This is an optimization exercise on Yosys and OpenROAD, whose aim is small area and a short achievable clock period, not a production implementation.
Function was checked by simulation only, so behaviour that the tests miss may differ from the original.

==> run G: inputs <==
Design mips_exec_core, start of the top module:
module mips_exec_core
(
    input  logic      clock,
    input  logic      reset,
    input  logic      instr_valid,   
    input  mips_pkg::word_t     instr,
    input  mips_pkg::reg_addr_t dbg_addr,      
    output mips_pkg::word_t     result,
    output logic      zero,
    output logic      illegal,
    output mips_pkg::word_t     dbg_data
);
==> flow/config.mk <==
export PLATFORM = sky130hd
export DESIGN_NAME = mips_exec_core
export DESIGN_NICKNAME = mips_exec_core
export VERILOG_FILES = /design/flow/design.v
export SDC_FILE = /design/flow/constraint.sdc
export NUM_CORES = 8
export LEC_CHECK = 0
export ABC_CLOCK_PERIOD_IN_PS = 40000
export CAP_MARGIN = 20
export CELL_PAD_IN_SITES_GLOBAL_PLACEMENT = 2
export CORE_MARGIN = 2
export CORE_UTILIZATION = 55
export CTS_BUF_LIST = sky130_fd_sc_hd__clkbuf_8
export PLACE_DENSITY = 0.65
export SETUP_SLACK_MARGIN = 4
export SLEW_MARGIN = 20
export SYNTH_HIERARCHICAL = 1
==> flow/constraint.sdc <==
create_clock -name core_clock -period 125.0 [get_ports {clock}]
set_input_delay 25.0000 -clock core_clock [delete_from_list [all_inputs] [get_ports {clock}]]
set_output_delay 25.0000 -clock core_clock [all_outputs]
set_load 0.01 [all_outputs]
standard.sh (not shown) runs the stock make flow with config.mk's settings and CLKGATE_MAP_FILE= SYNTH_SCRIPT=/design/flow/synth_recipe.tcl, a recipe that flattens the netlist after the stock synthesis.
==> flow/flow/run.sh <==
#!/bin/bash
# The standard layout (the standard.sh, all steps), except that the
# buffers ORFS puts on the input and output ports are buf_4 cells instead
# of its default delay buffer.  make's output goes to make.log here; each
# ORFS step keeps its own log under orfs/logs/.
set -euo pipefail
export BUFFER_PORTS_ARGS="-buffer_cell sky130_fd_sc_hd__buf_4"
bash standard.sh > make.log 2>&1
==> inputs of run M, as changes to run G <==
--- a/flow/design.v
+++ b/flow/design.v
@@ -63,10 +63,19 @@
     assign y = ~((a1 & a2) | b1);
 endmodule
 module c_o21ai (input logic a1, a2, b1, output logic y);
     assign y = ~((a1 | a2) & b1);
 endmodule
+module c_and4 (input logic a, b, c, d, output logic y);
+    assign y = a & b & c & d;
+endmodule
+module c_nor3 (input logic a, b, c, output logic y);
+    assign y = ~(a | b | c);
+endmodule
+module c_a221oi (input logic a1, a2, b1, b2, c1, output logic y);
+    assign y = ~((a1 & a2) | (b1 & b2) | c1);
+endmodule
 `timescale 1ns/1ps
 module rf_read_core
 (
     input  logic [31:1]  sel,
     input  logic         sel_sp0,
@@ -109,21 +118,65 @@
 endmodule
 module rf_read2
 (
     input  logic [31:1]  sel,
     input  logic         sel_sp0,
-    input  logic [991:0] words,
+    input  logic [991:0] words,      
     output logic [31:0]  rd,
     output logic [31:0]  rd_x
 );
-    logic [95:0] n;
-    rf_read_core u_c (.sel(sel), .sel_sp0(sel_sp0), .words(words), .n(n));
     for (genvar j = 0; j < 32; j++) begin : g_bit
-        c_or3 u_o (.a(n[3*j]), .b(n[3*j+1]), .c(n[3*j+2]), .y(rd[j]));
-        c_or3 u_x (.a(n[3*j]), .b(n[3*j+1]), .c(n[3*j+2]), .y(rd_x[j]));
+        logic [11:0] t;              
+        logic [2:0]  m;              
+        for (genvar g = 0; g < 10; g++) begin : g_grp
+            c_a222oi u_t (
+                .a1(sel[3*g+1]), .a2(words[32*(3*g)   + j]),
+                .b1(sel[3*g+2]), .b2(words[32*(3*g+1) + j]),
+                .c1(sel[3*g+3]), .c2(words[32*(3*g+2) + j]),
+                .y (t[g]));
+        end
+        c_nand2 u_t31 (.a(sel[31]), .b(words[32*30 + j]), .y(t[10]));
+        c_and4 u_m0 (.a(t[0]), .b(t[1]), .c(t[2]), .d(t[3]), .y(m[0]));
+        c_and4 u_m1 (.a(t[4]), .b(t[5]), .c(t[6]), .d(t[7]), .y(m[1]));
+        if (((32'h200 >> j) & 1) != 0) begin : g_init
+            c_inv  u_t0 (.a(sel_sp0), .y(t[11]));
+            c_and4 u_m2 (.a(t[8]), .b(t[9]), .c(t[10]), .d(t[11]), .y(m[2]));
+        end else begin : g_noinit
+            assign t[11] = 1'b1;
+            c_and3 u_m2 (.a(t[8]), .b(t[9]), .c(t[10]), .y(m[2]));
+        end
+        c_nand3 u_o (.a(m[0]), .b(m[1]), .c(m[2]), .y(rd[j]));
+        c_nand3 u_x (.a(m[0]), .b(m[1]), .c(m[2]), .y(rd_x[j]));
     end
 endmodule
+module rf_dec
+(
+    input  logic [4:0]  ra,
+    input  logic [31:1] vld,
+    output logic [31:1] sel,         
+    output logic        sel_sp0      
+);
+    logic [4:0] ran;
+    logic [3:0] h;                   
+    logic [7:0] l;                   
+    for (genvar b = 0; b < 5; b++) begin : g_inv
+        c_inv u_i (.a(ra[b]), .y(ran[b]));
+    end
+    for (genvar k = 0; k < 4; k++) begin : g_h
+        c_nor2 u_h (.a(k[1] ? ran[4] : ra[4]), .b(k[0] ? ran[3] : ra[3]), .y(h[k]));
+    end
+    for (genvar k = 0; k < 8; k++) begin : g_l
+        c_nor3 u_l (.a(k[2] ? ran[2] : ra[2]), .b(k[1] ? ran[1] : ra[1]),
+                    .c(k[0] ? ran[0] : ra[0]), .y(l[k]));
+    end
+    for (genvar i = 1; i < 32; i++) begin : g_sel
+        c_and3 u_s (.a(h[i >> 3]), .b(l[i & 7]), .c(vld[i]), .y(sel[i]));
+    end
+    logic vld_sp_n;
+    c_inv  u_v (.a(vld[29]), .y(vld_sp_n));
+    c_and3 u_sp (.a(h[29 >> 3]), .b(l[29 & 7]), .c(vld_sp_n), .y(sel_sp0));
+endmodule
 module regfile
 (
     input  logic        clock,
     input  logic        reset,
     input  logic        we,      
@@ -154,20 +207,13 @@
             if (we && (wa == i[4:0])) rf[32*(i-1) +: 32] <= wd;
         end
     end
     logic [31:1] sel0, sel1, sel2;
     logic        sp0_0, sp0_1, sp0_2;
-    always_comb begin
-        for (int i = 1; i < 32; i++) begin
-            sel0[i] = (ra0 == i[4:0]) && vld[i];
-            sel1[i] = (ra1 == i[4:0]) && vld[i];
-            sel2[i] = (ra2 == i[4:0]) && vld[i];
-        end
-    end
-    assign sp0_0 = (ra0 == 5'(29)) && !vld[29];
-    assign sp0_1 = (ra1 == 5'(29)) && !vld[29];
-    assign sp0_2 = (ra2 == 5'(29)) && !vld[29];
+    rf_dec u_dec0 (.ra(ra0), .vld(vld), .sel(sel0), .sel_sp0(sp0_0));
+    rf_dec u_dec1 (.ra(ra1), .vld(vld), .sel(sel1), .sel_sp0(sp0_1));
+    rf_dec u_dec2 (.ra(ra2), .vld(vld), .sel(sel2), .sel_sp0(sp0_2));
     rf_read2 u_rd0 (.sel(sel0), .sel_sp0(sp0_0), .words(rf), .rd(rd0), .rd_x(rd0_x));
     rf_read2 u_rd1 (.sel(sel1), .sel_sp0(sp0_1), .words(rf), .rd(rd1), .rd_x(rd1_x));
     rf_read  u_rd2 (.sel(sel2), .sel_sp0(sp0_2), .words(rf), .rd(rd2));
 endmodule
 `timescale 1ns/1ps
@@ -280,43 +326,44 @@
     assign s_hm  = !op_i && !instr[5] && !instr[3] && !instr[1] && !hl_div && hl_v;
     assign s_ld  = !op_i && !instr[5] && !instr[3] && instr[1] && hl_div;              
     assign s_lm  = !op_i && !instr[5] && !instr[3] && instr[1] && !hl_div && hl_v;
     assign slt_e = s_slt && (a_x[31] ^ rt_x[31]) && a_x[31];
     assign slt_g = s_slt && !(a_x[31] ^ rt_x[31]);
-    logic [31:0] early_n, late_n;
-    assign early_n = ~(({32{s_and}} & (a_x & rt_x))
-                     | ({32{s_or}}  & (a_x | rt_x))
-                     | ({32{s_hm}}  & hl_b)
-                     | ({32{s_lm}}  & hl_a)
-                     | ({32{s_ld}}  & {hl_q, {(32-KDIV){1'b0}}}));
+    logic [31:0] early, sum_n, rest_n;
+    assign early = ({32{s_and}} & (a_x & rt_x))
+                 | ({32{s_or}}  & (a_x | rt_x))
+                 | ({32{s_hm}}  & hl_b)
+                 | ({32{s_lm}}  & hl_a)
+                 | ({32{s_ld}}  & {hl_q, {(32-KDIV){1'b0}}});
     for (genvar j = 0; j < 32; j++) begin : g_y
+        c_nand2 u_n (.a(s_sum), .b(sum[j]), .y(sum_n[j]));
         if (j < 32 - KDIV) begin : g_q
-            c_a222oi u_l (.a1(s_sum), .a2(sum[j]), .b1(s_hd), .b2(rem_f[j]),
-                          .c1(s_ld), .c2(q_lo[j]), .y(late_n[j]));
+            c_a221oi u_r (.a1(s_hd), .a2(rem_f[j]), .b1(s_ld), .b2(q_lo[j]), .c1(early[j]), .y(rest_n[j]));
         end else begin : g_nq
-            c_a22oi u_l (.a1(s_sum), .a2(sum[j]), .b1(s_hd), .b2(rem_f[j]), .y(late_n[j]));
+            c_a21oi u_r (.a1(s_hd), .a2(rem_f[j]), .b1(early[j]), .y(rest_n[j]));
         end
         if (j == 0) begin : g_slt
             logic slt_n;
             c_a21oi u_s (.a1(slt_g), .a2(sum31x), .b1(slt_e), .y(slt_n));
-            c_nand3 u_y (.a(late_n[j]), .b(early_n[j]), .c(slt_n), .y(y[j]));
-            c_nand3 u_w (.a(late_n[j]), .b(early_n[j]), .c(slt_n), .y(y_wd[j]));
+            c_nand3 u_y (.a(sum_n[j]), .b(rest_n[j]), .c(slt_n), .y(y[j]));
+            c_nand3 u_w (.a(sum_n[j]), .b(rest_n[j]), .c(slt_n), .y(y_wd[j]));
         end else begin : g_o
-            c_nand2 u_y (.a(late_n[j]), .b(early_n[j]), .y(y[j]));
-            c_nand2 u_w (.a(late_n[j]), .b(early_n[j]), .y(y_wd[j]));
+            c_nand2 u_y (.a(sum_n[j]), .b(rest_n[j]), .y(y[j]));
+            c_nand2 u_w (.a(sum_n[j]), .b(rest_n[j]), .y(y_wd[j]));
         end
     end
-    logic zl_n, zq_n, ze_n;
+    logic zs_n, zl_n, zq_n, ze_n;
     assign ze_n = !(slt_e
                  || (s_and && ((a_x & rt_x) != '0))
                  || (s_or  && ((a_x | rt_x) != '0))
                  || (s_hm  && (hl_b != '0))
                  || (s_lm  && (hl_a != '0))
                  || (s_ld  && (hl_q != '0)));
-    c_a222oi u_zl (.a1(s_sum), .a2(!z_add), .b1(slt_g), .b2(sum31x), .c1(s_hd), .c2(!dv_zr), .y(zl_n));
+    c_nand2  u_zs (.a(slt_g), .b(sum31x), .y(zs_n));
+    c_a22oi  u_zl (.a1(s_sum), .a2(!z_add), .b1(s_hd), .b2(!dv_zr), .y(zl_n));
     c_nand2  u_zq (.a(s_ld), .b(!dv_zq), .y(zq_n));
-    c_and3   u_z  (.a(zl_n), .b(zq_n), .c(ze_n), .y(zero));
+    c_and4   u_z  (.a(zs_n), .b(zl_n), .c(zq_n), .d(ze_n), .y(zero));
 endmodule
 module alu_add (input logic [31:0] a, b, input logic ci, output logic [31:0] s, output logic s31x);
     logic p1, g2, p3, g4, p5, g6, p7, g8, p9, g10, p11, g12, p13, g14, p15, g16;
     logic p17, g18, p19, g20, p21, g22, p23, g24, p25, g26, p27, g28, p29, g30, p31, g32;
     logic p33, g34, p35, g36, p37, g38, p39, g40, p41, g42, p43, g44, p45, g46, p47, g48;
CORE_UTILIZATION = 50   (was 55)
PLACE_DENSITY = 0.6   (was 0.65)
==> results.txt <==
item	run G	run M
Outcome	timing/DRC/antenna clean	timing/DRC/antenna clean
Netlist area before placement	118000 um^2	119000 um^2
Clock latency on the worst-skew pair	1000 ps	1080 ps
Met1 wire length	190 mm	212 mm
Critical path buffer and inverter count	11	4
Period utilisation layout	45.7%	44.6%
Fraction of the mapped netlist area in compound gates	20.5%	20.7%
Multi-input logic portion of the cell area	62.6%	62.7%
Initial Utilization	55.2%	50.2%
NonClk Buf Share	2.65%	2.44%
Final Non-Filler Cells	14000	14500
Relative slew slack	16.1%	13.1%

separate check: timing with driven ports:
No port has a modelled driver above. Below, the same layouts with a new extraction and two added sets of constraints. Step 1 assumes that a clkbuf_16 drives the clock port and a buf_2 every other input. Step 2, shift: input delay + t, output delay - t, t = (earliest + latest rising clock arrival at the registers) / 2. This alone moves slack from input paths to output paths. Slacks: no drivers / after step 1 / after step 2; pairs: no drivers / after step 1.
run	t, ns	setup WS [ns]	latest minus earliest clock arrival (ns)	worst register clock-pin slew, ns	cell pins on the clock port's net
run G	1.046	67.929 / 67.847 / 68.353	0.077 / 0.076	0.07 / 0.07	1
run M	1.086	69.208 / 69.183 / 68.891	0.212 / 0.212	0.07 / 0.07	1
After both steps every run listed still meets setup and hold. The setup slack of run M, which loses most, moves by -0.025 ns with the drivers and by -0.317 ns with both steps.
